From an optimization exercise on the open Yosys and OpenROAD flow, aimed at small area, a short achievable clock period and few clock cycles per item; shortcuts taken in it are not production practice.
No functional check of the RTL was part of any run shown here.
No activity file was given, so power comes from the tool's default toggle rates.

==> design.v <==
`timescale 1ns/10ps
package lc4_isa_pkg;
   localparam int WORD_W    = 16;  
   localparam int REG_SEL_W = 3;   
   localparam int NZP_W     = 3;
   localparam logic [3:0] OP_ARITH = 4'b0001;
   localparam logic [3:0] OP_LOGIC = 4'b0101;
   localparam logic [3:0] OP_CONST = 4'b1001;
   localparam logic [2:0] ARITH_ADD = 3'b000;
   localparam logic [2:0] ARITH_SUB = 3'b010;
   localparam logic [2:0] LOGIC_AND = 3'b000;
   localparam logic [2:0] LOGIC_NOT = 3'b001;
   localparam logic [2:0] LOGIC_OR  = 3'b010;
   localparam logic [2:0] LOGIC_XOR = 3'b011;
   localparam logic [NZP_W-1:0] NZP_NEG  = 3'b100;
   localparam logic [NZP_W-1:0] NZP_ZERO = 3'b010;
   localparam logic [NZP_W-1:0] NZP_POS  = 3'b001;
   typedef struct packed {
      logic [3:0]           opcode;
      logic [REG_SEL_W-1:0] rd;
      logic [REG_SEL_W-1:0] rs;
      logic [2:0]           sub;   
      logic [REG_SEL_W-1:0] rt;
   } insn_reg_t;
   typedef struct packed {
      logic [3:0]           opcode;
      logic [REG_SEL_W-1:0] rd;
      logic [REG_SEL_W-1:0] rs;
      logic                 imm_flag;  
      logic [4:0]           imm5;
   } insn_imm_t;
   typedef struct packed {
      logic [3:0]           opcode;
      logic [REG_SEL_W-1:0] rd;
      logic [8:0]           imm9;  
   } insn_cst_t;
   typedef union packed {
      insn_reg_t r;
      insn_imm_t i;
      insn_cst_t c;
   } lc4_insn_u;
endpackage
`timescale 1ns/10ps
package lc4_pipe_pkg;
   localparam int WORD_W    = 16;
   localparam int REG_SEL_W = 3;
   localparam int NZP_W     = 3;
   typedef enum logic [1:0] {
      STALL_NONE  = 2'd0,  
      STALL_SPLIT = 2'd1,  
      STALL_RESET = 2'd2   
   } stall_e;
   typedef struct packed {
      logic [REG_SEL_W-1:0] rs_sel;
      logic                              rs_re;
      logic [REG_SEL_W-1:0] rt_sel;
      logic                              rt_re;
      logic [REG_SEL_W-1:0] rd_sel;
      logic                              rf_we;
      logic                              nzp_we;
   } ctrl_t;
   typedef struct packed {
      stall_e                           stall;
      logic [WORD_W-1:0]   pc;
      logic [WORD_W-1:0]                insn;  
      ctrl_t                            ctrl;
   } issue_t;
   typedef struct packed {
      logic                              we;
      logic [REG_SEL_W-1:0] sel;
      logic [WORD_W-1:0]    data;
   } wr_port_t;
   typedef struct packed {
      stall_e                            stall;
      logic [WORD_W-1:0]    pc;
      logic [WORD_W-1:0]    insn;
      logic                              rf_we;
      logic [REG_SEL_W-1:0] wsel;
      logic [WORD_W-1:0]    wdata;
      logic                              nzp_we;
      logic [NZP_W-1:0]     nzp;
   } commit_t;
endpackage
`timescale 1ns/10ps
`timescale 1ns/10ps
`timescale 1ns/10ps
`timescale 1ns/10ps
`timescale 1ns/10ps
`timescale 1ns/10ps
module lc4_superscalar #(
   parameter logic [lc4_isa_pkg::WORD_W-1:0] START_PC = 16'h8200
) (
   input  logic                            gwe,
   input  logic                            i_rst,
   output logic [lc4_isa_pkg::WORD_W-1:0]  o_pc,
   input  lc4_isa_pkg::lc4_insn_u          i_insn_a,
   input  lc4_isa_pkg::lc4_insn_u          i_insn_b,
   output lc4_pipe_pkg::commit_t           o_commit_a,
   output lc4_pipe_pkg::commit_t           o_commit_b
);
   logic [15:0] pc_q;
   always_ff @(posedge gwe) begin
      if (i_rst) pc_q <= START_PC;
      else       pc_q <= pc_q + 16'd1;
   end
   assign o_pc = pc_q;
   logic [15:0] d_insn;
   assign d_insn = i_insn_a;
   logic        x_v, x_we, x_fa, x_fb, x_sub;
   logic [15:0] x_insn, x_a, x_b;
   logic        w_v, w_we;
   logic [15:0] w_insn, w_data, w_pc;
   logic [15:0] regs [8];
   logic        d_wr, d_imm, d_sub;
   logic [2:0]  d_rs, d_rt;
   logic [15:0] d_a, d_b;
   assign d_wr  = (d_insn[15:12] == 4'b0001) || (d_insn[15:12] == 4'b0101) ||
                  (d_insn[15:12] == 4'b1001);
   assign d_imm = d_insn[5];
   assign d_sub = d_insn[15:12] == 4'b0001 && d_insn[5:3] == 3'b010;
   assign d_rs  = d_insn[8:6];
   assign d_rt  = d_insn[2:0];
   assign d_a   = (w_we && w_insn[11:9] == d_rs) ? w_data : regs[d_rs];
   assign d_b   = d_imm ? {{11{d_insn[4]}}, d_insn[4:0]} :
                  (w_we && w_insn[11:9] == d_rt) ? w_data : regs[d_rt];
   always_ff @(posedge gwe) begin
      if (i_rst) begin
         x_v  <= 1'b0;
         x_we <= 1'b0;
      end else begin
         x_v  <= 1'b1;
         x_we <= d_wr;
      end
      x_insn <= d_insn;
      x_sub  <= d_sub;
      x_a    <= d_a;
      x_b    <= d_b ^ {16{d_sub}};    
      x_fa   <= x_we && (x_insn[11:9] == d_rs);
      x_fb   <= x_we && !d_imm && (x_insn[11:9] == d_rt);
   end
   logic [15:0] op_a, bb, g, p, gg, pp, sum, res;
   logic        is_arith, is_logic, is_const, is_imm;
   logic        s_sum, s_and, s_not, s_or, s_xor;
   assign is_arith = x_insn[15:12] == 4'b0001;
   assign is_logic = x_insn[15:12] == 4'b0101;
   assign is_const = x_insn[15:12] == 4'b1001;
   assign is_imm   = x_insn[5];
   assign s_sum    = is_arith && (is_imm || !x_insn[3]);    
   assign s_and    = is_logic && (is_imm || x_insn[4:3] == 2'b00);
   assign s_not    = is_logic && !is_imm && x_insn[4:3] == 2'b01;
   assign s_or     = is_logic && !is_imm && x_insn[4:3] == 2'b10;
   assign s_xor    = is_logic && !is_imm && x_insn[4:3] == 2'b11;
   assign op_a = x_fa ? w_data : x_a;
   assign bb   = x_fb ? (w_data ^ {16{x_sub}}) : x_b;
   assign g    = op_a & bb;
   assign p    = op_a ^ bb;
   always_comb begin
      logic [15:0] gn, pn;
      gg    = g;
      pp    = p;
      gg[0] = g[0] | (p[0] & x_sub);
      for (int d = 1; d < 16; d = d * 2) begin
         gn = gg;
         pn = pp;
         for (int i = d; i < 16; i++) begin
            gn[i] = gg[i] | (pp[i] & gg[i-d]);
            pn[i] = pp[i] & pp[i-d];
         end
         gg = gn;
         pp = pn;
      end
   end
   assign sum = p ^ {gg[14:0], x_sub};
   assign res = ({16{s_sum}} & sum) |
                ({16{s_and}} & g) |
                ({16{s_not}} & ~op_a) |
                ({16{s_or}}  & (g | p)) |
                ({16{s_xor}} & p) |
                ({16{is_const}} & {{7{x_insn[8]}}, x_insn[8:0]});
   always_ff @(posedge gwe) begin
      if (i_rst) begin
         w_v  <= 1'b0;
         w_we <= 1'b0;
         w_pc <= START_PC - 16'd2;
      end else begin
         w_v  <= x_v;
         w_we <= x_we;
         w_pc <= w_pc + 16'd1;
      end
      w_insn <= x_insn;
      w_data <= res;
   end
   logic [15:0] rf_wd;
   assign rf_wd = w_data & ~{16{i_rst}};
   always_ff @(posedge gwe) begin
      for (int r = 0; r < 8; r++)
         if (i_rst || (w_we && w_insn[11:9] == 3'(r))) regs[r] <= rf_wd;
   end
   always_comb begin
      o_commit_a.stall  = w_v ? lc4_pipe_pkg::STALL_NONE : lc4_pipe_pkg::STALL_SPLIT;
      o_commit_a.pc     = w_pc;
      o_commit_a.insn   = w_insn;
      o_commit_a.rf_we  = w_we;
      o_commit_a.wsel   = w_insn[11:9];
      o_commit_a.wdata  = w_data;
      o_commit_a.nzp_we = w_we;
      if (w_data[15])          o_commit_a.nzp = lc4_isa_pkg::NZP_NEG;
      else if (w_data != '0)   o_commit_a.nzp = lc4_isa_pkg::NZP_POS;
      else                     o_commit_a.nzp = lc4_isa_pkg::NZP_ZERO;
   end
   assign o_commit_b = {lc4_pipe_pkg::STALL_SPLIT, 56'd0};
endmodule
==> run.sh <==
#!/bin/bash
# synth_recipe.tcl (not shown) runs the flow's synth.tcl, then flattens the netlist and writes it again
# the make line also repeats each setting of config.mk as NAME=value (left out here)
make -C /OpenROAD-flow-scripts/flow DESIGN_CONFIG=/design/flow/config.mk WORK_HOME=/design/flow/orfs CLKGATE_MAP_FILE= SYNTH_SCRIPT=/design/flow/synth_recipe.tcl finish
==> config.mk <==
export PLATFORM = sky130hd
export DESIGN_NAME = lc4_superscalar
export DESIGN_NICKNAME = lc4_superscalar
export VERILOG_FILES = /design/flow/design.v
export SDC_FILE = /design/flow/constraint.sdc
export NUM_CORES = 4
export LEC_CHECK = 0
export ABC_AREA = 1
export CAP_MARGIN = 20
export CORE_MARGIN = 2
export CORE_UTILIZATION = 60
export SETUP_SLACK_MARGIN = 3.2
export SLEW_MARGIN = 20
==> constraint.sdc <==
create_clock -name core_clock -period 5.5 [get_ports {gwe}]
set_input_delay 1.1000 -clock core_clock [delete_from_list [all_inputs] [get_ports {gwe}]]
set_output_delay 1.1000 -clock core_clock [all_outputs]
set_load 0.01 [all_outputs]
==> reports/results.env, run 1 <==
NUMBER_OF_PRIMARY_I_O_PINS=166
STARTING_DENSITY_PCT=60.83
POSTCTSHOLDBUFS=0
CLK_PIN_SLEW_WORST_PATHS_PS=60
WORSTREGTOREGCELLS=15
FINAL_LAYOUT_SIZE_SUFFIX_GT1_SHARE_PCT=14.47
FINAL_SETUP_VIOLATING_ENDPOINTS=0
FILLER_CELL_COUNT=1822
WORST_HOLD_PATH_TYPE='reg2reg'
NUMCLOCKSINKS=247
FINALNETCOUNT=1944
CRITICAL-PATH-SLOWEST-CELL='sky130_fd_sc_hd__nor4_4'
GRT.OVERFLOW.TOTAL=0
POWER.LEAKAGE_nW=7.356
WORST_SLEW_PIN_SLEW_PS=1108
CRITICAL_PATH_CLASS='reg2out'
SKEW_PS=25.39
CRITICAL_PATH_REQUIRED_PS=4400
POWER_DENSITY_nW_PER_UM2=300.2
SYNTH_TOP_CELL_BY_AREA='sky130_fd_sc_hd__edfxtp_1'
SYNTH.TOP_CELLS.BY_AREA='sky130_fd_sc_hd__edfxtp_1 28%, sky130_fd_sc_hd__dfxtp_1 17%, sky130_fd_sc_hd__nand2_1 12%'
ANTENNA_CELLS=0
WORSTPATHARRIVAL_PS=1780
SYNTH.AREA.MUX_SHARE_PCT=0
FINALHOLDVIOLATIONS=0
STATUS='timing/DRC/antenna clean'
DRT_PASS1_ITERATIONS=7
GRT_MAX_DEGREE=67
GP_CONGESTION=0.9080
POST_SYNTH_SIMPLE_GATE_AREA_PCT=30.14
ANTENNA_FOUND_INITIAL=0
CRIT_CHAIN='inv_2 > nand4_1 > nor4_4 > nor2_1 > buf_2'
CRITICAL_PATH.ENDPOINT='o_commit_a[0]'
WORST-R2R-SETUP-SLACK_PS=3100
RSZ0062_AT_GRT='true'
INSERTION_DELAY_PS=560
FLOORPLAN.DIE_AREA_SQ_UM=24040
ROUTE.DETAILED.DRC=0
DIEWIDTH_MICRONS=155.0
SYNTHESIS.INSTANCES=1770
SYNTH_EDF_COUNT=128
SYN_AREA_PER_CELL_SQ_UM=7.733
TOTALWIRELENGTH_MICRONS=38990
MAX_FANOUT_ON_CRITICAL_PATH=2
CHIPHEIGHT_MICRONS=155.0
ACHIEVABLE-FREQUENCY_MHz=347.2
GRT_PASS1_VIAS=11070
CLOCK_TREE_FROM_TRITONCTS='built'
ANT_NETS=0
FLOORPLAN.CORE_AREA_SQ_UM=22500
SETUP-TNS-FINAL_PS=0
CELL_FAMILY_WITH_THE_LARGEST_SHARE_OF_CRITICAL_PATH_DELAY='simple AND/OR/NAND/NOR gates'
MAIN_COMBINATIONAL_CELL_FAMILY_BY_AREA_AFTER_SYNTHESIS='simple AND/OR/NAND/NOR gates'
LAYOUT_MIN_CYCLE_TIME_PS=2880
REGAREA_SQ_UM=6335
POST_SYNTH_XOR_AREA_FRACTION_PCT=1.600
CRIT_PATH_MAX_INCR_DELAY_PS=410
POWER_W=0.004877
SYNTH.FF_LATCH_COUNT=247
SETUP.WORST_PATH.START='w_data[9]'
WIRE_PER_INST_MICRONS=17.90
WORST-PATH-STAGES=5
TIMING.RR.START='w_data[0]'
WIRE_LENGTH_OF_THE_FIRST_GLOBAL_ROUTING_PASS_MICRONS=59630
SYNTH_TOP_FLOP_CELL='sky130_fd_sc_hd__edfxtp_1'
WORST_SETUP_PATH_END_KIND='output port'
NUMCTSBUFFERS=27
YOSYSWARNINGCOUNT=2
ROUTE.DETAILED.VIAS_PER_INST=5.630
VDD_DROP_MAX_mV=0.3084
CTS_ROOT_BUFFER='sky130_fd_sc_hd__clkbuf_16'
SYNTH_FA_HA_AREA_SHARE_PCT=3.400
FLOORPLAN.ROWS=55
CTSLONGESTPATHBUFFERS=3
PROPORTION_OF_REGISTER_BITS_WITH_ASYNCHRONOUS_SET_OR_RESET_AFTER_SYNTHESIS_PCT=0
NUMPORTBUFFERS=90
FIRST_ITER_VIOLATIONS=1203
CP-START-KIND='register'
REG2REG_TO='w_data[12]'
LAYOUT-AREA-OVERHEAD-VS-SYNTH_PCT=18.69
MULTIINPUTGATEAREA_SQ_UM=6307
GR-USAGE-ALL-LAYERS_PCT=31.46
LAYOUT_WORST_PATH_CYCLE_SHARE_PCT=52.36
SYNTHDOMINANTCELLAREASHARE_PCT=28.08
SYNTH_COMPOUND_AREA_SHARE_PCT=7.541
SYNTH_CELL_TYPE_COUNT=41
CRIT_BUF_INV=2
VIAS=12260
HTREE_LEVELS=1
SYNTH_AREA_SQ_UM=13690
FINALMAXSLEWVIOLATIONS=0
MAX_SLEW_MARGIN_PCT=25.72
SEQ_AREA_FRAC_SYNTH_PCT=45.48
HPWL_MICRONS=24560
MAX_CAPACITANCE_VIOLATION_COUNT=0
[metrics by stage]
step                      setup slack [ps]  instances  area (sq um)  hold slack [ps]  utilization, %
after floorplan                       3058       1827         13930            331.1               -
after CTS                             2628       2158         15910            358.4           70.69
after global placement                1800       2083         14500            344.2           64.43
after detailed placement              1796       2083         14500            348.2           64.44
after global routing                  2607       2178         16250            368.7           72.20
final                                 2620       2178         16250            355.0           72.20
[Yosys cell counts, types with 3 or more instances]
| cell type | n |
|---|---|
| sky130_fd_sc_hd__xor2_1 | 6 |
| sky130_fd_sc_hd__xnor2_1 | 19 |
| sky130_fd_sc_hd__buf_1 | 8 |
| sky130_fd_sc_hd__dfxtp_1 | 119 |
| sky130_fd_sc_hd__inv_1 | 189 |
| sky130_fd_sc_hd__nand3_1 | 155 |
| sky130_fd_sc_hd__nor2_2 | 3 |
| sky130_fd_sc_hd__nand2_1 | 446 |
| sky130_fd_sc_hd__nand3b_1 | 10 |
| sky130_fd_sc_hd__o22ai_1 | 6 |
| sky130_fd_sc_hd__a21oi_1 | 63 |
| sky130_fd_sc_hd__buf_2 | 44 |
| sky130_fd_sc_hd__o21ai_0 | 64 |
| sky130_fd_sc_hd__or2_2 | 4 |
| sky130_fd_sc_hd__o21a_1 | 31 |
| sky130_fd_sc_hd__buf_4 | 70 |
| sky130_fd_sc_hd__nor3_2 | 4 |
| sky130_fd_sc_hd__clkbuf_1 | 22 |
| sky130_fd_sc_hd__o2111ai_1 | 4 |
| sky130_fd_sc_hd__nor3_1 | 18 |
| sky130_fd_sc_hd__o211ai_1 | 5 |
| sky130_fd_sc_hd__edfxtp_1 | 128 |
| sky130_fd_sc_hd__nand4_1 | 112 |
| sky130_fd_sc_hd__nor2_1 | 179 |
| sky130_fd_sc_hd__ha_1 | 34 |
| sky130_fd_sc_hd__inv_2 | 7 |
[worst min path at each step]
stage / end / cells past startpoint / from / slack (ps)
final: w_insn[8] / 0 / x_insn[8] / 360
after detailed placement: w_insn[8] / 0 / x_insn[8] / 350
after global routing: w_insn[1] / 0 / x_insn[1] / 370
after global placement: w_insn[2] / 0 / x_insn[2] / 340
after floorplan: w_insn[0] / 0 / x_insn[0] / 330
after CTS: w_insn[8] / 0 / x_insn[8] / 360
[logic make-up (layout without fill, tap and decap cells)]
family / count (synthesis) / after routing
simple gates: 937 / 938
buf+inv: 343 / 408
flops: 247 / 247
compound gates: 180 / 180
fa+ha+maj: 36 / 36
xor+xnor: 25 / 25
other cells: 2 / 59
[cell type report]
cell class              instances  area share (%)
flip-flops and latches        247           38.99
clock inverters                12           1.155
clock buffers                  36           4.613
inverters                     198           4.736
repair buffers                160           9.395
multi-input cells            1238           38.82
well taps                     285           2.195
repair inverters                2         0.09241
[registers in the layout (all words and copies together) (netlist names), 16 cells and up]
name / flops
regs: 128
w_data: 16
w_insn: 16
x_a: 16
x_insn: 16
pc_q: 16
x_b: 16
w_pc: 16
[power breakdown]
group / leakage [nW] / total [W] / internal, W / switching [W]
clock: 0.450 / 0.00191 / 0.00115 / 0.000758
combinational: 4.58 / 0.000844 / 0.000298 / 0.000546
sequential: 2.33 / 0.00213 / 0.00205 / 0.0000713
total: 7.36 / 0.00488 / 0.00350 / 0.00138
[metal layers]
layer | global-route usage [%] | part of all wire, % | vias to the layer above
met5 | 0 | 0 | -
met4 | 10.54 | 2.6 | 0
met3 | 3.565 | 8.3 | 75
met2 | 51.30 | 47 | 556
met1 | 44.01 | 42 | 5672
li1 | - | - | 5960
[layout by cell type (no fill, tap or decap), drive strengths merged, types with 4 or more instances in the layout]
cell / synthesis / routed
bufinv: 0 / 4
nor2: 182 / 182
o22ai: 6 / 6
clkdlybuf4s15: 0 / 37
xor2: 6 / 6
nand3b: 10 / 10
clkinv: 2 / 6
buf: 123 / 82
nand2: 446 / 446
a21oi: 63 / 63
nand4: 113 / 113
ha: 34 / 34
clkbuf: 22 / 50
nand3: 155 / 155
or2: 4 / 4
edfxtp: 128 / 128
xnor2: 19 / 19
dfxtp: 119 / 119
o21ai: 65 / 65
inv: 196 / 193
conb: 2 / 59
nor3: 23 / 24
dlygate4sd2: 0 / 15
o211ai: 5 / 5
clkinvlp: 0 / 9
clkdlybuf4s50: 0 / 11
o2111ai: 4 / 4
o21a: 31 / 31
[what timing repair did]
item                       in CTS  in global routing
gates resized for setup       264                103
setup buffers                  23                 20
setup endpoints to repair     254                225
gates cloned                    4                  0
pin swaps                       7                 10
==> inputs of run 2 (changes only) <==
--- a/design.v
+++ b/design.v
@@ -109,5 +109,5 @@
    logic        x_v, x_we, x_fa, x_fb, x_sub;
    logic [15:0] x_insn, x_a, x_b;
-   logic        w_v, w_we;
+   logic        w_v, w_we, w_z;
    logic [15:0] w_insn, w_data, w_pc;
    logic [15:0] regs [8];
@@ -172,10 +172,15 @@
    end
    assign sum = p ^ {gg[14:0], x_sub};
-   assign res = ({16{s_sum}} & sum) |
-                ({16{s_and}} & g) |
-                ({16{s_not}} & ~op_a) |
-                ({16{s_or}}  & (g | p)) |
-                ({16{s_xor}} & p) |
-                ({16{is_const}} & {{7{x_insn[8]}}, x_insn[8:0]});
+   logic [15:0] res_ns, t;
+   logic        z_sum, res_z;
+   assign res_ns = ({16{s_and}} & g) |
+                   ({16{s_not}} & ~op_a) |
+                   ({16{s_or}}  & (g | p)) |
+                   ({16{s_xor}} & p) |
+                   ({16{is_const}} & {{7{x_insn[8]}}, x_insn[8:0]});
+   assign res    = ({16{s_sum}} & sum) | res_ns;
+   assign t      = op_a | bb;
+   assign z_sum  = &(p ~^ {t[14:0], x_sub});
+   assign res_z  = s_sum ? z_sum : (res_ns == 16'd0);
    always_ff @(posedge gwe) begin
       if (i_rst) begin
@@ -190,4 +195,5 @@
       w_insn <= x_insn;
       w_data <= res;
+      w_z    <= res_z;
    end
    logic [15:0] rf_wd;
@@ -206,6 +212,6 @@
       o_commit_a.nzp_we = w_we;
       if (w_data[15])          o_commit_a.nzp = lc4_isa_pkg::NZP_NEG;
-      else if (w_data != '0)   o_commit_a.nzp = lc4_isa_pkg::NZP_POS;
-      else                     o_commit_a.nzp = lc4_isa_pkg::NZP_ZERO;
+      else if (w_z)            o_commit_a.nzp = lc4_isa_pkg::NZP_ZERO;
+      else                     o_commit_a.nzp = lc4_isa_pkg::NZP_POS;
    end
    assign o_commit_b = {lc4_pipe_pkg::STALL_SPLIT, 56'd0};
--- a/config.mk
+++ b/config.mk
@@ -9,5 +9,6 @@
 export CAP_MARGIN = 20
 export CORE_MARGIN = 2
-export CORE_UTILIZATION = 60
-export SETUP_SLACK_MARGIN = 3.2
+export CORE_UTILIZATION = 40
+export CTS_BUF_LIST = sky130_fd_sc_hd__clkbuf_4
+export SETUP_SLACK_MARGIN = 2.8
 export SLEW_MARGIN = 20
==> run 2 against run 1 <==
  * Die area grew 44%
  * Still clean
  * Critical endpoint is now x_a[13]
  * Non-clock buffer count shrank 45
  * Largest power group unchanged
  * Maximum frequency grew 7.2%
==> reports/results.env, run 2 <==
SYN_AREA_PER_CELL_SQ_UM=8.145  # +5.3%
CTSLONGESTPATHBUFFERS=3  # unchanged
REG2REG_TO='w_data[13]'
MAX_CAPACITANCE_VIOLATION_COUNT=0  # unchanged
POWER.LEAKAGE_nW=6.870  # -6.6%
ANTENNA_FOUND_INITIAL=1  # +1
FINAL.HOLD.WORST_SLACK_PS=351.8  # -3.249 ps
LARGEST_REGISTER_FF_COUNT=128  # unchanged
SYNTH_TOP_FLOP_CELL='sky130_fd_sc_hd__edfxtp_1'
FLOORPLAN.ROWS=66  # +20%
SYNTH_AREA_SQ_UM=13300  # -2.8%
VIAS=11200  # -8.7%
NUMPORTBUFFERS=90  # unchanged
FINALNETCOUNT=1833  # -5.7%
LAYOUT_MIN_CYCLE_TIME_PS=2686  # -194.0 ps
HPWL_MICRONS=26340  # +7.3%
NUMBER_OF_PRIMARY_I_O_PINS=166  # unchanged
STARTING_DENSITY_PCT=40.78  # -20 points
CLOCK_TREE_FROM_TRITONCTS='built'
CRITICAL-PATH-SLOWEST-CELL='sky130_fd_sc_hd__clkdlybuf4s50_1'
SYNTH_TOP_CELL_BY_AREA='sky130_fd_sc_hd__edfxtp_1'
FLOORPLAN.DIE_AREA_SQ_UM=34730  # +44%
LAYOUT.CELLS.MOST_COMMON_LIST='316 x sky130_fd_sc_hd__nand2_1, 229 x sky130_fd_sc_hd__inv_1, 135 x sky130_fd_sc_hd__nor2_1'
STATUS='timing/DRC/antenna clean'
GRT_PASS1_VIAS=10440  # -5.7%
WIRE_PER_INST_MICRONS=16.81  # -6.1%
GP_CONGESTION=0.8923  # -1.7%
POWER_DENSITY_nW_PER_UM2=292.0  # -2.7%
CRIT_PATH_MAX_INCR_DELAY_PS=740  # +330 ps
ROUTE.DETAILED.VIAS_PER_INST=5.009  # -11%
SYNTH_CELL_COUNT_LEADERS='320 x sky130_fd_sc_hd__nand2_1, 236 x sky130_fd_sc_hd__inv_1, 135 x sky130_fd_sc_hd__nor2_1, 128 x sky130_fd_sc_hd__edfxtp_1, 124 x sky130_fd_sc_hd__o21ai_0'
FINAL_SETUP_VIOLATING_ENDPOINTS=0  # unchanged
SYNTH_FA_HA_AREA_SHARE_PCT=4.007  # +0.61 points
CELL_FAMILY_WITH_THE_LARGEST_SHARE_OF_CRITICAL_PATH_DELAY='buffers and inverters'
FINAL_COMMON_CELL='sky130_fd_sc_hd__nand2_1'
CRIT_CHAIN='clkdlybuf4s50_1 > nor2_1 > nand2_1 > clkinvlp_4 > a21oi_1 > o2111ai_1 > o211ai_1 > o21ai_0'
ACHIEVABLE-FREQUENCY_MHz=372.3  # +7.2%
CHIPHEIGHT_MICRONS=186.4  # +20%
SYNTH.AREA.MUX_SHARE_PCT=0  # unchanged
PROPORTION_OF_REGISTER_BITS_WITH_ASYNCHRONOUS_SET_OR_RESET_AFTER_SYNTHESIS_PCT=0  # unchanged
SKEW_PS=53.36  # +27.98 ps
SYNTH_COMPOUND_AREA_SHARE_PCT=13.11  # +5.6 points
SYNTH_CELL_TYPE_COUNT=46  # +12%
TOP_REGISTER='regs'
SYNTH.TOP_CELLS.BY_AREA='sky130_fd_sc_hd__edfxtp_1 29%, sky130_fd_sc_hd__dfxtp_1 18%, sky130_fd_sc_hd__nand2_1 9.0%'
MAX_SLEW_MARGIN_PCT=25.06  # -0.65 points
STDCELL_AREA_SQ_UM=15340  # -5.6%
POWER_W=0.004480  # -8.1%
LAYOUT-AREA-OVERHEAD-VS-SYNTH_PCT=15.33
FINAL_LAYOUT_SIZE_SUFFIX_GT1_SHARE_PCT=10.94  # -3.5 points
GR-USAGE-ALL-LAYERS_PCT=21.14  # -10 points
CRIT_BUF_INV=2  # unchanged
MOST_USED_STANDARD_CELL_BY_INSTANCE_COUNT_AFTER_SYNTHESIS='sky130_fd_sc_hd__nand2_1'
FINALHOLDVIOLATIONS=0  # unchanged
DRT_PASS1_ITERATIONS=5  # -2
GRT_MAX_DEGREE=43  # -36%
NUMCTSBUFFERS=67  # +150%
HOLD-PATH-ENDPOINT='w_insn[15]'
CTS_ROOT_BUFFER='sky130_fd_sc_hd__clkbuf_4'
MAIN_COMBINATIONAL_CELL_FAMILY_BY_AREA_AFTER_SYNTHESIS='simple AND/OR/NAND/NOR gates'
FIRST_ITER_VIOLATIONS=913  # -24%
FINALMAXSLEWVIOLATIONS=0  # unchanged
POST_SYNTH_XOR_AREA_FRACTION_PCT=2.370  # +0.77 points
FLOORPLAN.CORE_AREA_SQ_UM=32620  # +45%
CLK_PIN_SLEW_WORST_PATHS_PS=60  # about the same
ROUTE.DETAILED.DRC=0  # unchanged
SETUP-TNS-FINAL_PS=0  # unchanged
SYNTH.FF_LATCH_COUNT=248  # +0.40%
SYNTHESIS.INSTANCES=1633  # -7.7%
TOTALWIRELENGTH_MICRONS=37580  # -3.6%
WORST_HOLD_START='x_insn[15]'
WORST_HOLD_PATH_TYPE='reg2reg'
LAYOUT_WORST_PATH_CYCLE_SHARE_PCT=48.83  # -3.5 points
INSERTION_DELAY_PS=710  # +150 ps
MIN_PATH_CELLS=0  # unchanged
ANT_NETS=0  # unchanged
FILLER_CELL_COUNT=3230  # +77%
WORST-R2R-SETUP-SLACK_PS=3010  # -90 ps
FINISH.UTILIZATION_PCT=47.03  # -25 points
CRITICAL_PATH_CLASS='in2reg'
TIMING.RR.START='x_fa'
WORST_SETUP_PATH_END_KIND='register'
WORSTPATHARRIVAL_PS=3230  # +1450 ps
DIEWIDTH_MICRONS=186.4  # +20%
NUMCLOCKSINKS=248  # +0.40%
SYNTHDOMINANTCELLAREASHARE_PCT=28.90  # +0.82 points
VDD_DROP_MAX_mV=0.1180  # -62%
CP-START-KIND='input port'
WIRE_LENGTH_OF_THE_FIRST_GLOBAL_ROUTING_PASS_MICRONS=57900  # -2.9%
POST_SYNTH_SIMPLE_GATE_AREA_PCT=20.92  # -9.2 points
YOSYSWARNINGCOUNT=2  # unchanged
GRT.OVERFLOW.TOTAL=0  # unchanged
PLACEDINSTANCEAREA_SQ_UM=14340  # -1.1%
MAX_FANOUT_ON_CRITICAL_PATH=14  # +12
CRITICAL_PATH_REQUIRED_PS=6040  # +1640 ps
SYNTH_EDF_COUNT=128  # unchanged
SEQ_AREA_FRAC_SYNTH_PCT=46.96  # +1.5 points
RSZ0062_AT_GRT='true'
WORSTREGTOREGCELLS=10  # -5
WORST_SLEW_PIN_SLEW_PS=1120  # +11.71 ps
HTREE_LEVELS=3  # +2
==> run 2: cell count changes after synthesis, moves of 14 or more <==
cell and delta:
sky130_fd_sc_hd__nand3_1 -41, sky130_fd_sc_hd__o21a_1 -14, sky130_fd_sc_hd__inv_1 +47, sky130_fd_sc_hd__o21ai_0 +60, sky130_fd_sc_hd__a21oi_1 -16, sky130_fd_sc_hd__nand4_1 -88
sky130_fd_sc_hd__a22oi_1 +29, sky130_fd_sc_hd__o22ai_1 +35, sky130_fd_sc_hd__nand2_1 -126, sky130_fd_sc_hd__buf_2 -21, sky130_fd_sc_hd__nor2_1 -44
==> run 2: cell type report <==
class,instances,area [sq um],share of cell area (%)
sequential,248,6281,40.94
clock buffer,92,690.7,4.502
antenna,2,5.005,0.03262
inverter,247,963.4,6.280
multi-input combinational,1078,5680,37.03
clock inverter,12,87.58,0.5709
tap,442,553.0,3.605
timing repair buffer,115,1080,7.039
==> run 2: stage by stage <==
step | setup WS (ps) | std cells
finish | 2814 | 2236
global route | 2747 | 2236
global placement | 1616 | 2119
detailed placement | 1612 | 2119
floorplan | 2850 | 1690
CTS | 2800 | 2227
==> run 2: worst max path at each step <==
stage | startpoint | end | slack, ps | cells after the start
4_1_cts | w_pc[1] | o_commit_a[41] | 2800 | 1
5_1_grt | i_insn_a[8] | x_a[0] | 2750 | 9
3_5_place_dp | i_insn_a[5] | x_b[9] | 1610 | 6
2_1_floorplan | i_rst | regs[0][0] | 2850 | 4
3_3_place_gp | i_insn_a[5] | x_b[0] | 1620 | 6
6_report | i_insn_a[8] | x_a[13] | 2810 | 8
==> run 2: layer usage <==
metal	part of all wire, %	wire length [microns]	GRT usage (%)
met1	42	15860	27.18
met2	47	17510	34.93
met3	7.6	2863	4.326
met4	3.6	1339	8.308
met5	0	0	0
==> run 2: power breakdown <==
| part | internal [W] | switching [W] | total [W] | leakage (nW) |
|---|---|---|---|---|
| Combinational | 0.000275 | 0.000527 | 0.000802 | 4.09 |
| Clock | 0.000811 | 0.000741 | 0.00155 | 0.454 |
| Sequential | 0.00207 | 0.0000606 | 0.00213 | 2.32 |
==> run 2: what timing repair did <==
item / 4_1_cts / 5_1_grt
hold buffers: 0 / 0
endpoints found under the setup margin: 229 / 47
setup buffers: 4 / 6
pin swaps: 1 / 2
resized for setup: 94 / 34
cloned: 0 / 1
==> run 2: cells by family after synthesis <==
logic type                 count (synthesis)
AOI/OAI and AO/OA                        297
xor gates and xnor gates                  36
adders and majority gates                 42
buffers and inverters                    365
DFF                                      248
other                                      2
and+or+nand+nor                          643
==> inputs of run 3 (changes only) <==
--- a/config.mk
+++ b/config.mk
@@ -10,5 +10,4 @@
 export CORE_MARGIN = 2
 export CORE_UTILIZATION = 40
-export CTS_BUF_LIST = sky130_fd_sc_hd__clkbuf_4
 export SETUP_SLACK_MARGIN = 2.8
 export SLEW_MARGIN = 20
==> run 3 against run 2 <==
  * Maximum frequency rose by 1.2%
  * Sequential cell count unchanged
  * Sequential share of layout area decreased by 0.98 points
  * Sequential power about the same
  * Synthesized cell count did not move
  * Largest power group unchanged
==> reports/results.env, run 3 <==
CP-START-KIND='register'
WIRE_LENGTH_OF_THE_FIRST_GLOBAL_ROUTING_PASS_MICRONS=57520  # -0.65%
FINALMAXSLEWVIOLATIONS=0  # unchanged
LAYOUT_MIN_CYCLE_TIME_PS=2654  # -31.79 ps
WORST_SLEW_PIN_SLEW_PS=1114  # -5.495 ps
STATUS='timing/DRC/antenna clean'
FINAL_SETUP_VIOLATING_ENDPOINTS=0  # unchanged
FINALNONFILLERCELLS=2185  # -2.3%
VIAS=11020  # -1.6%
STDCELL_AREA_SQ_UM=15690  # +2.3%
NUMCTSBUFFERS=28  # -58%
GRT.OVERFLOW.TOTAL=0  # unchanged
ACHIEVABLE-FREQUENCY_MHz=376.8  # +1.2%
WORSTPATHARRIVAL_PS=1550  # -1680 ps
CRIT_PATH_MAX_INCR_DELAY_PS=590  # -150 ps
FLOORPLAN.CORE_AREA_SQ_UM=32620  # unchanged
ANTENNA_CELLS=0  # -2
LAYOUT_WORST_PATH_CYCLE_SHARE_PCT=48.26  # -0.58 points
FINALNETCOUNT=1798  # -1.9%
MET1_LENGTH_MICRONS=16190  # +2.0%
TOP_REGISTER='regs'
LAYOUT-AREA-OVERHEAD-VS-SYNTH_PCT=17.93
LAYOUT.CELLS.MOST_COMMON_LIST='316 x sky130_fd_sc_hd__nand2_1, 227 x sky130_fd_sc_hd__inv_1, 135 x sky130_fd_sc_hd__nor2_1'
GRT_PASS1_VIAS=10110  # -3.1%
POSTCTSHOLDBUFS=0  # unchanged
POWER_REPORT.INTERNAL_TOTAL_W=0.003617  # +15%
MAXUSEDROUTINGLAYER='met4'
TOTALWIRELENGTH_MICRONS=37580  # about the same
SYNTH_CELL_COUNT_LEADERS='320 x sky130_fd_sc_hd__nand2_1, 236 x sky130_fd_sc_hd__inv_1, 135 x sky130_fd_sc_hd__nor2_1, 128 x sky130_fd_sc_hd__edfxtp_1, 124 x sky130_fd_sc_hd__o21ai_0'
SYNTH_EDF_COUNT=128  # unchanged
CRIT_CHAIN='clkdlybuf4s50_1'
PLACEDINSTANCEAREA_SQ_UM=14340  # unchanged
STARTING_DENSITY_PCT=40.78  # unchanged
PROPORTION_OF_REGISTER_BITS_WITH_ASYNCHRONOUS_SET_OR_RESET_AFTER_SYNTHESIS_PCT=0  # unchanged
DRT_PASS1_ITERATIONS=5  # unchanged
MAX_SLEW_MARGIN_PCT=25.43  # +0.37 points
HTREE_LEVELS=1  # -2
CRIT_BUF_INV=1  # -1
WIRE_PER_INST_MICRONS=17.20  # +2.3%
POWER.LEAKAGE_nW=6.737  # -1.9%
CRITICAL_PATH_CLASS='reg2out'
SYNTH.FF_LATCH_COUNT=248  # unchanged
DIEWIDTH_MICRONS=186.4  # unchanged
POWER.NET_SWITCHING_W=0.001337  # +0.62%
SHARE_CLK_OF_TOTAL_POWER_PCT=40.4  # +5.8 points
CLOCK_TREE_FROM_TRITONCTS='built'
SKEW_PS=12.12  # -41.25 ps
WORST_HOLD_PATH_TYPE='reg2reg'
SETUP-TNS-FINAL_PS=0  # unchanged
ANTENNA_FOUND_INITIAL=0  # -1
DETAILROUTE.WIRELENGTH.MET2_MICRONS=17580  # +0.35%
GR-USAGE-ALL-LAYERS_PCT=20.88  # -0.26 points
FINALHOLDVIOLATIONS=0  # unchanged
ANT_NETS=0  # unchanged
SW_RATIO_PCT=26.99  # -2.7 points
RSZ0062_AT_GRT='true'
HPWL_MICRONS=26340  # unchanged
CLK_PIN_SLEW_WORST_PATHS_PS=60  # about the same
SYNTH_AREA_SQ_UM=13300  # unchanged
SYNTH.TOP_CELLS.BY_AREA='sky130_fd_sc_hd__edfxtp_1 29%, sky130_fd_sc_hd__dfxtp_1 18%, sky130_fd_sc_hd__nand2_1 9.0%'
MOST_USED_STANDARD_CELL_BY_INSTANCE_COUNT_AFTER_SYNTHESIS='sky130_fd_sc_hd__nand2_1'
SYNTHDOMINANTCELLAREASHARE_PCT=28.90  # unchanged
SYN_AREA_PER_CELL_SQ_UM=8.145  # unchanged
MAX_FANOUT_ON_CRITICAL_PATH=5  # -9
FLOORPLAN.ROWS=66  # unchanged
CRITICAL-PATH-SLOWEST-CELL='sky130_fd_sc_hd__clkdlybuf4s50_1'
DP_CELLS=2119  # unchanged
POWER_DENSITY_nW_PER_UM2=315.8  # +8.1%
SYNTH_TOP_CELL_BY_AREA='sky130_fd_sc_hd__edfxtp_1'
CRITICAL_PATH_REQUIRED_PS=4400  # -1640 ps
FLOORPLAN.DIE_AREA_SQ_UM=34730  # unchanged
SYNTH_TOP_FLOP_CELL='sky130_fd_sc_hd__edfxtp_1'
SHARE_SEQ_OF_TOTAL_POWER_PCT=42.9  # -4.6 points
FILLER_CELL_COUNT=3115  # -3.6%
ROUTED-WL-MET3_MICRONS=2589  # -9.6%
YOSYSWARNINGCOUNT=2  # unchanged
SYNTHESIS.INSTANCES=1633  # unchanged
POWER_W=0.004954  # +11%
INSERTION_DELAY_PS=540  # -170 ps
ROUTE.DETAILED.VIAS_PER_INST=5.043  # +0.66%
GRT_MAX_DEGREE=43  # unchanged
CTSLONGESTPATHBUFFERS=3  # unchanged
NUMBER_OF_PRIMARY_I_O_PINS=166  # unchanged
CHIPHEIGHT_MICRONS=186.4  # unchanged
GP_CONGESTION=0.8923  # unchanged
COMB_POWER_SHARE_PCT=16.6  # -1.3 points
NUMCLOCKSINKS=248  # unchanged
FINAL_LAYOUT_SIZE_SUFFIX_GT1_SHARE_PCT=8.147  # -2.8 points
FIRST_ITER_VIOLATIONS=961  # +5.3%
WORST_SETUP_PATH_END_KIND='output port'
NUMPORTBUFFERS=90  # unchanged
ROUTE.DETAILED.DRC=0  # unchanged
FINAL.HOLD.WORST_SLACK_PS=357.4  # +5.644 ps
SYNTH_CELL_TYPE_COUNT=46  # unchanged
LARGEST_REGISTER_FF_COUNT=128  # unchanged
CELL_FAMILY_WITH_THE_LARGEST_SHARE_OF_CRITICAL_PATH_DELAY='buffers and inverters'
MAX_CAPACITANCE_VIOLATION_COUNT=0  # unchanged
CTS_ROOT_BUFFER='sky130_fd_sc_hd__clkbuf_16'
SEQ_AREA_FRAC_SYNTH_PCT=46.96  # unchanged
FINAL_COMMON_CELL='sky130_fd_sc_hd__nand2_1'
VDD_DROP_MAX_mV=0.2163  # +83%
run 3: cell types whose count changed in the layout (fill, tap and decap cells not counted), moves of 4 or more:
cell | before | now
sky130_fd_sc_hd__clkdlybuf4s50_1 | 28 | 83
sky130_fd_sc_hd__clkbuf_16 | 0 | 31
sky130_fd_sc_hd__clkbuf_8 | 0 | 4
sky130_fd_sc_hd__clkbuf_1 | 0 | 5
sky130_fd_sc_hd__dfxtp_2 | 16 | 9
sky130_fd_sc_hd__nand3_4 | 3 | 7
sky130_fd_sc_hd__dlygate4sd2_1 | 54 | 0
sky130_fd_sc_hd__dfxtp_1 | 100 | 108
sky130_fd_sc_hd__clkbuf_4 | 92 | 0
run 3: path summary, 6_finish.rpt:
check,cells after the start,slack (ps),start,to
worst max-delay path,1,2850,w_pc[12],o_commit_a[52]
worst min-delay path,0,360,x_insn[15],w_insn[15]
worst max register to register,10,3010,x_fa,w_data[13]
worst min register to register,0,360,x_insn[15],w_insn[15]
run 3: cells by family (layout without fill, tap and decap cells):
family / count (synthesis) / count (layout) / share of synthesized area (%)
compound gates: 297 / 297 / 13.11
fa+ha+maj: 42 / 42 / 4.007
simple gates: 643 / 644 / 20.92
flops: 248 / 248 / 46.96
other cells: 2 / 59 / 0.05646
buf+inv: 365 / 417 / 12.58
xor+xnor: 36 / 36 / 2.370
run 3: through the flow:
step,utilization [%],setup slack (ps)
2_1_floorplan,-,2850
3_3_place_gp,43.95,1616
3_5_place_dp,43.95,1612
4_1_cts,47.71,2729
5_1_grt,48.09,2775
6_report,48.09,2846
run 3: final cells by class:
| type | count | area [sq um] | area share (%) |
|---|---|---|---|
| Sequential cell | 248 | 6269 | 39.96 |
| Clock inverter | 11 | 161.4 | 1.029 |
| Multi-Input combinational cell | 1078 | 5715 | 36.44 |
| Inverter | 247 | 974.7 | 6.214 |
| Tap cell | 442 | 553.0 | 3.526 |
| Clock buffer | 40 | 849.6 | 5.416 |
| Timing Repair Buffer | 119 | 1164 | 7.418 |
run 3: power groups by stage:
stage / combinational (W) / clock, W / sequential [W]
6_report: 0.000824 / 0.00200 / 0.00213
5_1_grt: 0.000919 / 0.00212 / 0.00214
4_1_cts: 0.000805 / 0.00204 / 0.00213
3_5_place_dp: 0.000788 / 0 / 0.00217
3_3_place_gp: 0.000779 / 0 / 0.00216
2_1_floorplan: 0.000554 / 0 / 0.00216
run 3: layer usage:
metal	vias up	GRT usage, %
li1	5464	-
met1	5084	27.83
met2	395	35.06
met3	75	2.859
met4	0	6.769
met5	-	0
run 3: timing repair:
action	4_1_cts	5_1_grt
setup endpoints to repair	183	46
pin swaps	1	1
setup buffers	10	4
gates cloned	0	1
gates resized for setup	41	39
==> inputs of run 4 (changes only) <==
==> flow/run.sh (new file) <==
#!/bin/bash
# The standard layout, with plain buffers (not delay cells) on the ports.
set -euo pipefail
export BUFFER_PORTS_ARGS="-buffer_cell sky130_fd_sc_hd__buf_2"
bash standard.sh > standard.log 2>&1
==> standard.sh (new file) <==
#!/bin/bash
# synth_recipe.tcl (not shown) runs the flow's synth.tcl, then flattens the netlist and writes it again
# the make line also repeats each setting of config.mk as NAME=value (left out here)
make -C /OpenROAD-flow-scripts/flow DESIGN_CONFIG=/design/flow/config.mk WORK_HOME=/design/flow/orfs CLKGATE_MAP_FILE= SYNTH_SCRIPT=/design/flow/synth_recipe.tcl "${@:-finish}"
removed: run.sh
==> run 4 against run 3 <==
  * Still clean
  * Hold slack worse by 3.7 ps
  * Critical path depth up 10
  * Worst setup slack better by 110 ps
  * Sequential power about the same
  * Clock-buffer cell count up 2
  * Final cell count down 0.64%
  * Non-clock buffer count down 14
  * Combinational power down 7.5%
  * Clock power down 7%
  * Sequential cell count unchanged
  * First-iteration DRC count down 8.0%
  * Via count down 0.62%
  * Largest power group unchanged
==> reports/results.env, run 4 <==
MAX_CAPACITANCE_VIOLATION_COUNT=0  # unchanged
CLK_PIN_SLEW_WORST_PATHS_PS=60  # about the same
FINAL_SETUP_VIOLATING_ENDPOINTS=0  # unchanged
VIAS=10950  # -0.62%
LARGEST_REGISTER_FF_COUNT=128  # unchanged
NUMCLOCKSINKS=248  # unchanged
MOST_USED_STANDARD_CELL_BY_INSTANCE_COUNT_AFTER_SYNTHESIS='sky130_fd_sc_hd__nand2_1'
TOTALWIRELENGTH_MICRONS=37010  # -1.5%
ACHIEVABLE-FREQUENCY_MHz=392.4  # +4.2%
WORST_SLEW_PIN_SLEW_PS=950.0  # -164.4 ps
SYNTH_TOP_FLOP_CELL='sky130_fd_sc_hd__edfxtp_1'
GR-USAGE-ALL-LAYERS_PCT=20.50  # -0.38 points
DP_CELLS=2118  # -0.047%
MAX_SLEW_MARGIN_PCT=36.60  # +11 points
PROPORTION_OF_REGISTER_BITS_WITH_ASYNCHRONOUS_SET_OR_RESET_AFTER_SYNTHESIS_PCT=0  # unchanged
CTSLONGESTPATHBUFFERS=3  # unchanged
TOP_REGISTER='regs'
CRITICAL_PATH_REQUIRED_PS=5940  # +1540 ps
FINALNETCOUNT=1783  # -0.83%
WIRE_PER_INST_MICRONS=17.05  # -0.88%
PRE_CTS_WS_PS=2021  # +408.9 ps
VDD_DROP_MAX_mV=0.2103  # -2.8%
MAIN_COMBINATIONAL_CELL_FAMILY_BY_AREA_AFTER_SYNTHESIS='simple AND/OR/NAND/NOR gates'
CRITICAL-PATH-SLOWEST-CELL='sky130_fd_sc_hd__inv_1'
POWER_DENSITY_nW_PER_UM2=319.5  # +1.2%
REG2REG_TO='w_data[15]'
INSERTION_DELAY_PS=550  # about the same
RSZ0062_AT_GRT='true'
FINAL_LAYOUT_SIZE_SUFFIX_GT1_SHARE_PCT=11.06  # +2.9 points
SEQ_AREA_FRAC_SYNTH_PCT=46.96  # unchanged
SETUP_WS_PS=2952  # +106.0 ps
WORST_SETUP_PATH_END_KIND='register'
YOSYSWARNINGCOUNT=2  # unchanged
HTREE_LEVELS=1  # unchanged
SYNTH_TOP_CELL_BY_AREA='sky130_fd_sc_hd__edfxtp_1'
POWER.LEAKAGE_nW=6.674  # -0.94%
CLOCK_TREE_FROM_TRITONCTS='built'
TIMING.RR.START='x_fb'
GRT_MAX_DEGREE=43  # unchanged
DRT_PASS1_ITERATIONS=5  # unchanged
NUMPORTBUFFERS=90  # unchanged
STARTING_DENSITY_PCT=40.78  # unchanged
POST_SYNTH_XOR_AREA_FRACTION_PCT=2.370  # unchanged
GRT.OVERFLOW.TOTAL=0  # unchanged
SYN_AREA_PER_CELL_SQ_UM=8.145  # unchanged
CRIT_PATH_MAX_INCR_DELAY_PS=580  # about the same
LAYOUT_WORST_PATH_CYCLE_SHARE_PCT=46.33  # -1.9 points
MAX_FANOUT_ON_CRITICAL_PATH=14  # +9
FLOORPLAN.CORE_AREA_SQ_UM=32620  # unchanged
ANTENNA_FOUND_INITIAL=2  # +2
PLACEDINSTANCEAREA_SQ_UM=13880  # -3.2%
WORSTPATHARRIVAL_PS=2990  # +1440 ps
WORST-R2R-SETUP-SLACK_PS=2970  # -40 ps
ROUTE.DETAILED.VIAS_PER_INST=5.044  # about the same
SYNTH_COMPOUND_AREA_SHARE_PCT=13.11  # unchanged
CELL_SEEN_MOST_OFTEN_AMONG_CRITICAL_PATH_STAGES='sky130_fd_sc_hd__nand2_1'
FLOORPLAN.DIE_AREA_SQ_UM=34730  # unchanged
FINALNONFILLERCELLS=2171  # -0.64%
CHIPHEIGHT_MICRONS=186.4  # unchanged
SYNTHESIS.INSTANCES=1633  # unchanged
SYNTH_EDF_COUNT=128  # unchanged
WIRE_LENGTH_OF_THE_FIRST_GLOBAL_ROUTING_PASS_MICRONS=56700  # -1.4%
FILLER_CELL_COUNT=3165  # +1.6%
CTS_ROOT_BUFFER='sky130_fd_sc_hd__clkbuf_16'
LAYOUT.CELLS.MOST_COMMON_LIST='319 x sky130_fd_sc_hd__nand2_1, 236 x sky130_fd_sc_hd__inv_1, 134 x sky130_fd_sc_hd__nor2_1'
SKEW_PS=14.76  # +2.638 ps
GRT_PASS1_VIAS=10040  # -0.76%
CRITICAL_PATH_CLASS='in2reg'
SYNTH_FA_HA_AREA_SHARE_PCT=4.007  # unchanged
ROUTE.DETAILED.DRC=0  # unchanged
ANT_NETS=0  # unchanged
WORST_HOLD_PATH_TYPE='reg2reg'
WORSTREGTOREGCELLS=12  # +2
SYNTH.FF_LATCH_COUNT=248  # unchanged
GP_CONGESTION=0.8879  # -0.49%
STDCELL_AREA_SQ_UM=14870  # -5.2%
FINALHOLDVIOLATIONS=0  # unchanged
SYNTH_CELL_TYPE_COUNT=46  # unchanged
SYNTH.TOP_CELLS.BY_AREA='sky130_fd_sc_hd__edfxtp_1 29%, sky130_fd_sc_hd__dfxtp_1 18%, sky130_fd_sc_hd__nand2_1 9.0%'
SYNTH_AREA_SQ_UM=13300  # unchanged
CP-START-KIND='input port'
NUMBER_OF_PRIMARY_I_O_PINS=166  # unchanged
LAYOUT-AREA-OVERHEAD-VS-SYNTH_PCT=11.77
SYNTH.AREA.MUX_SHARE_PCT=0  # unchanged
SETUP-TNS-FINAL_PS=0  # unchanged
DIEWIDTH_MICRONS=186.4  # unchanged
NUMCTSBUFFERS=27  # -3.6%
CRIT_CHAIN='buf_2 > inv_2 > nand3_1 > inv_1 > a22oi_1 > nand2_1 > nor2_1 > o21bai_1 > nand2_1 > nand2_1 > nand2_1'
STATUS='timing/DRC/antenna clean'
SYNTH_CELL_COUNT_LEADERS='320 x sky130_fd_sc_hd__nand2_1, 236 x sky130_fd_sc_hd__inv_1, 135 x sky130_fd_sc_hd__nor2_1, 128 x sky130_fd_sc_hd__edfxtp_1, 124 x sky130_fd_sc_hd__o21ai_0'
CRITICAL_PATH.ENDPOINT='x_b[3]'
FINALMAXSLEWVIOLATIONS=0  # unchanged
SETUP.WORST_PATH.START='i_insn_a[2]'
FINAL_COMMON_CELL='sky130_fd_sc_hd__nand2_1'
FIRST_ITER_VIOLATIONS=884  # -8.0%
FLOORPLAN.ROWS=66  # unchanged
LAYOUT_MIN_CYCLE_TIME_PS=2548  # -106.0 ps
POST_SYNTH_SIMPLE_GATE_AREA_PCT=20.92  # unchanged
HPWL_MICRONS=26380  # +0.14%
SYNTHDOMINANTCELLAREASHARE_PCT=28.90  # unchanged
==> run 4: what timing repair did <==
item                       CTS  global route
resized for setup            5            21
setup endpoints to repair   22            28
cloned                       0             1
pin swaps                    0             1
hold buffers                 0             0
setup buffers                0             1
==> run 4: worst min path at each step <==
stage / cells after the start / startpoint / slack (ps) / end
finish: 0 / x_insn[15] / 350 / w_insn[15]
CTS: 0 / x_insn[15] / 360 / w_insn[15]
global placement: 0 / x_insn[15] / 340 / w_insn[15]
detailed placement: 0 / x_insn[15] / 350 / w_insn[15]
floorplan: 0 / x_insn[15] / 330 / w_insn[15]
global route: 0 / x_insn[0] / 370 / w_insn[0]
==> run 4: layer usage <==
layer | vias up | global-route usage (%) | wire [microns]
met5 | - | 0 | 0
met4 | 0 | 6.431 | 1118
met3 | 79 | 2.257 | 2423
met2 | 385 | 34.59 | 17420
met1 | 5059 | 27.63 | 16050
li1 | 5427 | - | -
==> run 4: through the flow <==
step                      util, %  power, W  hold slack [ps]
after floorplan                 -  0.002714            330.8
after global placement      42.55  0.002905            344.9
after detailed placement    42.55  0.002916            346.8
after CTS                   45.37  0.004765            356.9
after global routing        45.58  0.004947            366.2
final                       45.58  0.004750            353.7
==> run 4: logic make-up after synthesis <==
group / count (synthesis)
simple gates: 643
buf+inv: 365
compound gates: 297
flops: 248
fa+ha+maj: 42
xor+xnor: 36
other cells: 2
==> run 4: cell type report <==
class	count	area, sq um	area share (%)
repair buffers	105	566.8	3.812
clock buffers	42	813.3	5.470
flip-flops and latches	248	6257	42.09
inverters	247	927.1	6.236
well taps	442	553.0	3.720
diodes	2	5.005	0.03366
multi-input cells	1078	5644	37.96
clock inverters	7	100.1	0.6733
==> run 4: critical path, delay by kind of cell <==
| kind | cells | cell delay (ps) |
|---|---|---|
| AND/OR/NAND/NOR | 6 | 540 |
| buffers and inverters | 3 | 880 |
| AO/OA/AOI/OAI | 2 | 450 |
==> run 4: report_power, final <==
group | switching [W] | internal (W)
logic | 0.000515 | 0.000247
clock network | 0.000747 | 0.00111
registers | 0.0000631 | 0.00206
total | 0.00132 | 0.00343
==> inputs of run 5 (changes only) <==
--- a/config.mk
+++ b/config.mk
@@ -10,4 +10,5 @@
 export CORE_MARGIN = 2
 export CORE_UTILIZATION = 40
+export CTS_BUF_LIST = sky130_fd_sc_hd__clkbuf_4
 export SETUP_SLACK_MARGIN = 2.8
 export SLEW_MARGIN = 20
==> run 5 against run 4 <==
  * Sequential power barely moved
  * Worst setup slack worse by 38 ps
  * Still clean on timing, DRC and antenna
  * Clock power down 8%
  * Critical path type unchanged
  * Highest routed layer is now met5
==> reports/results.env, run 5 <==
STATUS='timing/DRC/antenna clean'
CRITICAL_PATH_REQUIRED_PS=6120  # +180 ps
WORSTREGTOREGCELLS=12  # unchanged
YOSYSWARNINGCOUNT=2  # unchanged
ROUTE.DETAILED.VIAS_PER_INST=5.019  # -0.49%
WIRE_PER_INST_MICRONS=16.76  # -1.7%
CRITICAL_PATH_CLASS='in2reg'
CTS_ROOT_BUFFER='sky130_fd_sc_hd__clkbuf_4'
WIRE_LENGTH_OF_THE_FIRST_GLOBAL_ROUTING_PASS_MICRONS=57400  # +1.2%
FINALHOLDVIOLATIONS=0  # unchanged
STARTING_DENSITY_PCT=40.78  # unchanged
NUMCTSBUFFERS=68  # +150%
ROUTE.DETAILED.DRC=0  # unchanged
SYNTH_CELL_TYPE_COUNT=46  # unchanged
CHIPHEIGHT_MICRONS=186.4  # unchanged
CRIT_CHAIN='buf_2 > inv_1 > nand3_1 > o2111ai_1 > o211ai_1 > o21ai_0'
FINAL_LAYOUT_SIZE_SUFFIX_GT1_SHARE_PCT=13.90  # +2.8 points
LAYOUT.CELLS.MOST_COMMON_LIST='320 x sky130_fd_sc_hd__nand2_1, 236 x sky130_fd_sc_hd__inv_1, 134 x sky130_fd_sc_hd__nor2_1'
POSTCTSHOLDBUFS=0  # unchanged
SYNTH_TOP_CELL_BY_AREA='sky130_fd_sc_hd__edfxtp_1'
MAX_CAPACITANCE_VIOLATION_COUNT=0  # unchanged
PLACEDINSTANCEAREA_SQ_UM=13880  # unchanged
WORSTPATHARRIVAL_PS=3200  # +210 ps
GR-USAGE-ALL-LAYERS_PCT=20.93  # +0.44 points
MOST_USED_STANDARD_CELL_BY_INSTANCE_COUNT_AFTER_SYNTHESIS='sky130_fd_sc_hd__nand2_1'
TOTALWIRELENGTH_MICRONS=37590  # +1.6%
FIRST_ITER_VIOLATIONS=883  # -0.11%
FINAL_COMMON_CELL='sky130_fd_sc_hd__nand2_1'
SKEW_PS=50.52  # +35.76 ps
LAYOUT-AREA-OVERHEAD-VS-SYNTH_PCT=11.46
WORST-R2R-SETUP-SLACK_PS=2980  # about the same
TIMING.RR.START='x_fa'
ACHIEVABLE-FREQUENCY_MHz=386.7  # -1.5%
NUMCLOCKSINKS=248  # unchanged
DIEWIDTH_MICRONS=186.4  # unchanged
NUMPORTBUFFERS=90  # unchanged
CLK_PIN_SLEW_WORST_PATHS_PS=60  # about the same
DP_CELLS=2118  # unchanged
SYNTH.TOP_CELLS.BY_AREA='sky130_fd_sc_hd__edfxtp_1 29%, sky130_fd_sc_hd__dfxtp_1 18%, sky130_fd_sc_hd__nand2_1 9.0%'
SYNTH_TOP_FLOP_CELL='sky130_fd_sc_hd__edfxtp_1'
WORST_HOLD_START='x_insn[15]'
ANT_NETS=0  # unchanged
POWER_DENSITY_nW_PER_UM2=310.4  # -2.8%
HOLD-PATH-ENDPOINT='w_insn[15]'
CTSLONGESTPATHBUFFERS=3  # unchanged
PROPORTION_OF_REGISTER_BITS_WITH_ASYNCHRONOUS_SET_OR_RESET_AFTER_SYNTHESIS_PCT=0  # unchanged
FINALNONFILLERCELLS=2243  # +3.3%
POWER.LEAKAGE_nW=6.729  # +0.84%
TOP_REGISTER='regs'
FLOORPLAN.CORE_AREA_SQ_UM=32620  # unchanged
LARGEST_REGISTER_FF_COUNT=128  # unchanged
CLOCK_TREE_FROM_TRITONCTS='built'
FINAL.HOLD.WORST_SLACK_PS=345.6  # -8.100 ps
VDD_DROP_MAX_mV=0.1212  # -42%
GRT.OVERFLOW.TOTAL=0  # unchanged
CRITICAL-PATH-SLOWEST-CELL='sky130_fd_sc_hd__nand3_1'
SYN_AREA_PER_CELL_SQ_UM=8.145  # unchanged
FLOORPLAN.DIE_AREA_SQ_UM=34730  # unchanged
MAX_SLEW_MARGIN_PCT=33.75  # -2.8 points
REG2REG_TO='w_data[14]'
SYNTH.FF_LATCH_COUNT=248  # unchanged
RSZ0062_AT_GRT='true'
VIAS=11260  # +2.8%
ANTENNA_FOUND_INITIAL=3  # +1
MIN_PATH_CELLS=0  # unchanged
GP_CONGESTION=0.8879  # unchanged
DRT_PASS1_ITERATIONS=5  # unchanged
SEQ_AREA_FRAC_SYNTH_PCT=46.96  # unchanged
HTREE_LEVELS=3  # +2
FINAL_SETUP_VIOLATING_ENDPOINTS=0  # unchanged
LAYOUT_WORST_PATH_CYCLE_SHARE_PCT=47.02  # +0.69 points
NUMBER_OF_PRIMARY_I_O_PINS=166  # unchanged
CRIT_PATH_MAX_INCR_DELAY_PS=740  # +160 ps
WORST_SETUP_PATH_END_KIND='register'
SETUP-TNS-FINAL_PS=0  # unchanged
WORST_SLEW_PIN_SLEW_PS=991.0  # +40.96 ps
MAX_FANOUT_ON_CRITICAL_PATH=16  # +2
STDCELL_AREA_SQ_UM=14830  # -0.28%
SYNTH_AREA_SQ_UM=13300  # unchanged
SYNTHESIS.INSTANCES=1633  # unchanged
SYNTH_EDF_COUNT=128  # unchanged
LAYOUT_MIN_CYCLE_TIME_PS=2586  # +37.88 ps
FLOORPLAN.ROWS=66  # unchanged
GRT_MAX_DEGREE=43  # unchanged
CP-START-KIND='input port'
WORST_HOLD_PATH_TYPE='reg2reg'
INSERTION_DELAY_PS=690  # +140 ps
HPWL_MICRONS=26380  # unchanged
FINALNETCOUNT=1824  # +2.3%
FINALMAXSLEWVIOLATIONS=0  # unchanged
SYNTH_CELL_COUNT_LEADERS='320 x sky130_fd_sc_hd__nand2_1, 236 x sky130_fd_sc_hd__inv_1, 135 x sky130_fd_sc_hd__nor2_1, 128 x sky130_fd_sc_hd__edfxtp_1, 124 x sky130_fd_sc_hd__o21ai_0'
GRT_PASS1_VIAS=10470  # +4.3%
SYNTHDOMINANTCELLAREASHARE_PCT=28.90  # unchanged
run 5: logic make-up (layout without fill, tap and decap cells):
| family | Yosys count | in the layout | share of synthesized area, % |
|---|---|---|---|
| xor gates and xnor gates | 36 | 36 | 2.370 |
| other | 2 | 61 | 0.05646 |
| DFF | 248 | 248 | 46.96 |
| adders and majority gates | 42 | 42 | 4.007 |
| AOI/OAI and AO/OA | 297 | 297 | 13.11 |
| and+or+nand+nor | 643 | 644 | 20.92 |
| buffers and inverters | 365 | 473 | 12.58 |
run 5: timing repair:
item,in CTS,in global routing
pin swaps,0,1
gates cloned,0,1
setup buffers,0,1
resized for setup,6,16
endpoints found under the setup margin,14,12
run 5: power breakdown:
part	total [W]	internal, W	leakage (nW)	switching (W)
registers	0.00213	0.00206	2.32	0.0000637
logic	0.000763	0.000247	3.89	0.000516
clock network	0.00171	0.000924	0.521	0.000788
run 5: stage by stage:
step	util [%]	total power, W	setup slack (ps)
after floorplan	-	0.002714	2850
after global placement	42.55	0.002905	1990
after detailed placement	42.55	0.002916	2021
after CTS	45.32	0.004638	2749
after global routing	45.45	0.004844	2755
final	45.45	0.004602	2914
run 5: critical path: cells and delay by family:
kind / cells / cell delay [ps]
buffers and inverters: 2 / 420
AOI/OAI and AO/OA: 3 / 930
and+or+nand+nor: 1 / 740
run 5: layout make-up:
type | instances | area [sq um]
fill | 3225 | 17790
sequential | 248 | 6257
multi-input combinational | 1078 | 5623
inverter | 247 | 927.1
clock buffer | 99 | 743.2
timing repair buffer | 105 | 566.8
tap | 442 | 553.0
clock inverter | 22 | 150.1
antenna | 2 | 5.005
run 5: layer usage:
layer | up-vias | global-route usage [%] | part of all wire (%)
li1 | 5564 | - | -
met1 | 5215 | 26.92 | 43
met2 | 393 | 34.70 | 47
met3 | 84 | 3.874 | 6.3
met4 | 2 | 8.646 | 2.9
met5 | - | 0 | 0.021
run 5: worst max-delay path by stage:
| stage | cells after the start | to | slack, ps | from |
|---|---|---|---|---|
| 5_1_grt | 13 | w_data[14] | 2760 | x_fa |
| 2_1_floorplan | 4 | regs[0][0] | 2850 | i_rst |
| 6_report | 6 | x_a[13] | 2910 | i_insn_a[6] |
| 3_3_place_gp | 13 | x_b[3] | 1990 | i_insn_a[2] |
| 4_1_cts | 11 | w_data[14] | 2750 | x_fb |
| 3_5_place_dp | 13 | x_b[3] | 2020 | i_insn_a[2] |
==> inputs of run 6 (changes only) <==
==> flow/run.sh (replaced) <==
#!/bin/bash
# The standard layout with two changes: synthesis leaves adders to abc (no
# full/half-adder cells), and the ports get plain buffers, not delay cells.
set -euo pipefail
bash standard.sh ADDER_MAP_FILE= "BUFFER_PORTS_ARGS=-buffer_cell sky130_fd_sc_hd__buf_2" finish > standard.log 2>&1
--- a/config.mk
+++ b/config.mk
@@ -10,5 +10,4 @@
 export CORE_MARGIN = 2
 export CORE_UTILIZATION = 40
-export CTS_BUF_LIST = sky130_fd_sc_hd__clkbuf_4
 export SETUP_SLACK_MARGIN = 2.8
 export SLEW_MARGIN = 20
==> run 6 against run 5 <==
  * Combinational power increased by 0.7%
  * Final area is essentially flat
  * Maximum frequency fell by 1.7%
  * Via count fell by 3.0%
  * Largest power group unchanged
==> reports/results.env, run 6 <==
STATUS='timing/DRC/antenna clean'
FILLER_CELL_COUNT=3130  # -2.9%
FLOORPLAN.DIE_AREA_SQ_UM=33980  # -2.2%
SHARE_SEQ_OF_TOTAL_POWER_PCT=45.1  # -1.1 points
MAIN_COMBINATIONAL_CELL_FAMILY_BY_AREA_AFTER_SYNTHESIS='simple AND/OR/NAND/NOR gates'
GRT.OVERFLOW.TOTAL=0  # unchanged
HPWL_MICRONS=27470  # +4.1%
FINALNETCOUNT=1744  # -4.4%
WORST_SETUP_PATH_END_KIND='register'
POWER_DENSITY_nW_PER_UM2=318.1  # +2.5%
SETUP-TNS-FINAL_PS=0  # unchanged
MOST_USED_STANDARD_CELL_BY_INSTANCE_COUNT_AFTER_SYNTHESIS='sky130_fd_sc_hd__nand2_1'
SYNTH_CELL_TYPE_COUNT=54  # +17%
REGAREA_SQ_UM=6248  # -0.14%
WORSTPATHARRIVAL_PS=3020  # -180 ps
FINAL_COMMON_CELL='sky130_fd_sc_hd__nand2_1'
LAYOUT_MIN_CYCLE_TIME_PS=2631  # +44.79 ps
CHIPHEIGHT_MICRONS=184.3  # -1.1%
ROUTE.DETAILED.DRC=0  # unchanged
TOP_REGISTER='regs'
WORST_SLEW_PIN_SLEW_PS=790.0  # -201.0 ps
POWER.NET_SWITCHING_W=0.001332  # -2.6%
FINALNONFILLERCELLS=2174  # -3.1%
DIEWIDTH_MICRONS=184.3  # -1.1%
SYNTHESIS.INSTANCES=1611  # -1.3%
FIRST_ITER_VIOLATIONS=1140  # +29%
STARTING_DENSITY_PCT=40.29  # -0.49 points
NUMCLOCKSINKS=248  # unchanged
MAX_SLEW_MARGIN_PCT=47.14  # +13 points
SW_RATIO_PCT=28.23  # -1.5 points
WIRE_PER_INST_MICRONS=17.55  # +4.7%
GR-MAX-USAGE-LAYER='met2'
SYNTH_COMPOUND_AREA_SHARE_PCT=13.02  # -0.088 points
POST_SYNTH_XOR_AREA_FRACTION_PCT=1.751  # -0.62 points
-- run 6: changes by cell type after synthesis, sizes merged, moves of 13 or more --
cell / before / now
ha: 41 / 0
a22oi: 29 / 16
inv: 244 / 220
a221oi: 0 / 13
nand2: 323 / 417
o21ai: 129 / 114
xnor2: 22 / 8
o21a: 17 / 1
-- run 6: repair_timing --
item                                    CTS  global route
pin swaps                                 0             1
buffers inserted                         12             7
endpoints found under the setup margin   20            38
endpoints found under the hold margin     0             0
gates resized for setup                  14            22
-- run 6: critical path, stage by stage --
cell	delay, ps
sky130_fd_sc_hd__buf_2	230
sky130_fd_sc_hd__inv_1	190
sky130_fd_sc_hd__nand3_2	270
sky130_fd_sc_hd__clkinvlp_4	150
sky130_fd_sc_hd__buf_4	160
sky130_fd_sc_hd__nand2_1	50
sky130_fd_sc_hd__o21ai_0	70
sky130_fd_sc_hd__o41ai_1	620
sky130_fd_sc_hd__o21ai_0	180
-- run 6: routing by layer --
| metal | part of all wire [%] | vias up |
|---|---|---|
| li1 | - | 5412 |
| met1 | 42 | 5047 |
| met2 | 48 | 380 |
| met3 | 6.2 | 81 |
| met4 | 3.4 | 0 |
| met5 | 0 | - |
-- run 6: power groups by stage --
| stage | logic [W] | clock network [W] | registers, W |
|---|---|---|---|
| global route | 0.000854 | 0.00193 | 0.00214 |
| CTS | 0.000754 | 0.00185 | 0.00213 |
| detailed placement | 0.000742 | 0 | 0.00217 |
| floorplan | 0.000550 | 0 | 0.00216 |
| global placement | 0.000736 | 0 | 0.00216 |
| finish | 0.000768 | 0.00182 | 0.00213 |
-- run 6: cells by family after synthesis --
kind of cell | count (synthesis)
buffers and inverters | 338
AOI/OAI and AO/OA | 269
xor gates and xnor gates | 26
and+or+nand+nor | 728
DFF | 248
other | 2
-- run 6: final cells by class --
type | instances | area share [%]
Clock buffer | 47 | 5.686
Clock inverter | 5 | 0.3797
Inverter | 224 | 5.923
Multi-Input combinational cell | 1082 | 37.05
Sequential cell | 248 | 42.13
Tap cell | 442 | 3.729
Timing Repair Buffer | 126 | 5.104
-- run 6: path summary, 6_finish.rpt --
kind                     end  depth (start not counted)        start
setup / recovery     x_a[15]                          9  i_insn_a[6]
hold / removal    w_insn[13]                          0   x_insn[13]
setup reg to reg         w_z                         13    x_insn[3]
hold reg to reg   w_insn[13]                          0   x_insn[13]
-- run 6: stage by stage --
step / hold slack, ps / power (W) / area (sq um)
finish: 353.4 / 0.004717 / 14830
CTS: 355.2 / 0.004730 / 14680
floorplan: 330.8 / 0.002709 / 13220
global route: 371.5 / 0.004920 / 14830
detailed placement: 344.6 / 0.002908 / 13620
global placement: 337.1 / 0.002899 / 13620

==> port drivers added, routing unchanged <==
No port has a modelled driver above. Below, the same layouts with a new extraction and two added sets of constraints.
Step 1 assumes that a clkbuf_16 drives the clock port and a buf_2 every other input.
Step 2, shift: input delay + t, output delay - t, t = (earliest + latest rising clock arrival at the registers) / 2. This alone moves slack from input paths to output paths.
Three values: ideal, step 1, step 2; two values: the first two.
run	t (ns)	setup WS [ns]
run 1	0.597	2.620 / 2.574 / 2.654
run 2	0.728	2.814 / 2.809 / 2.097
run 3	0.591	2.846 / 2.792 / 2.280
run 4	0.597	2.952 / 2.966 / 2.369
run 5	0.717	2.914 / 2.926 / 2.209
run 6	0.596	2.869 / 2.878 / 2.282
After both steps setup and hold are still met in every run listed.
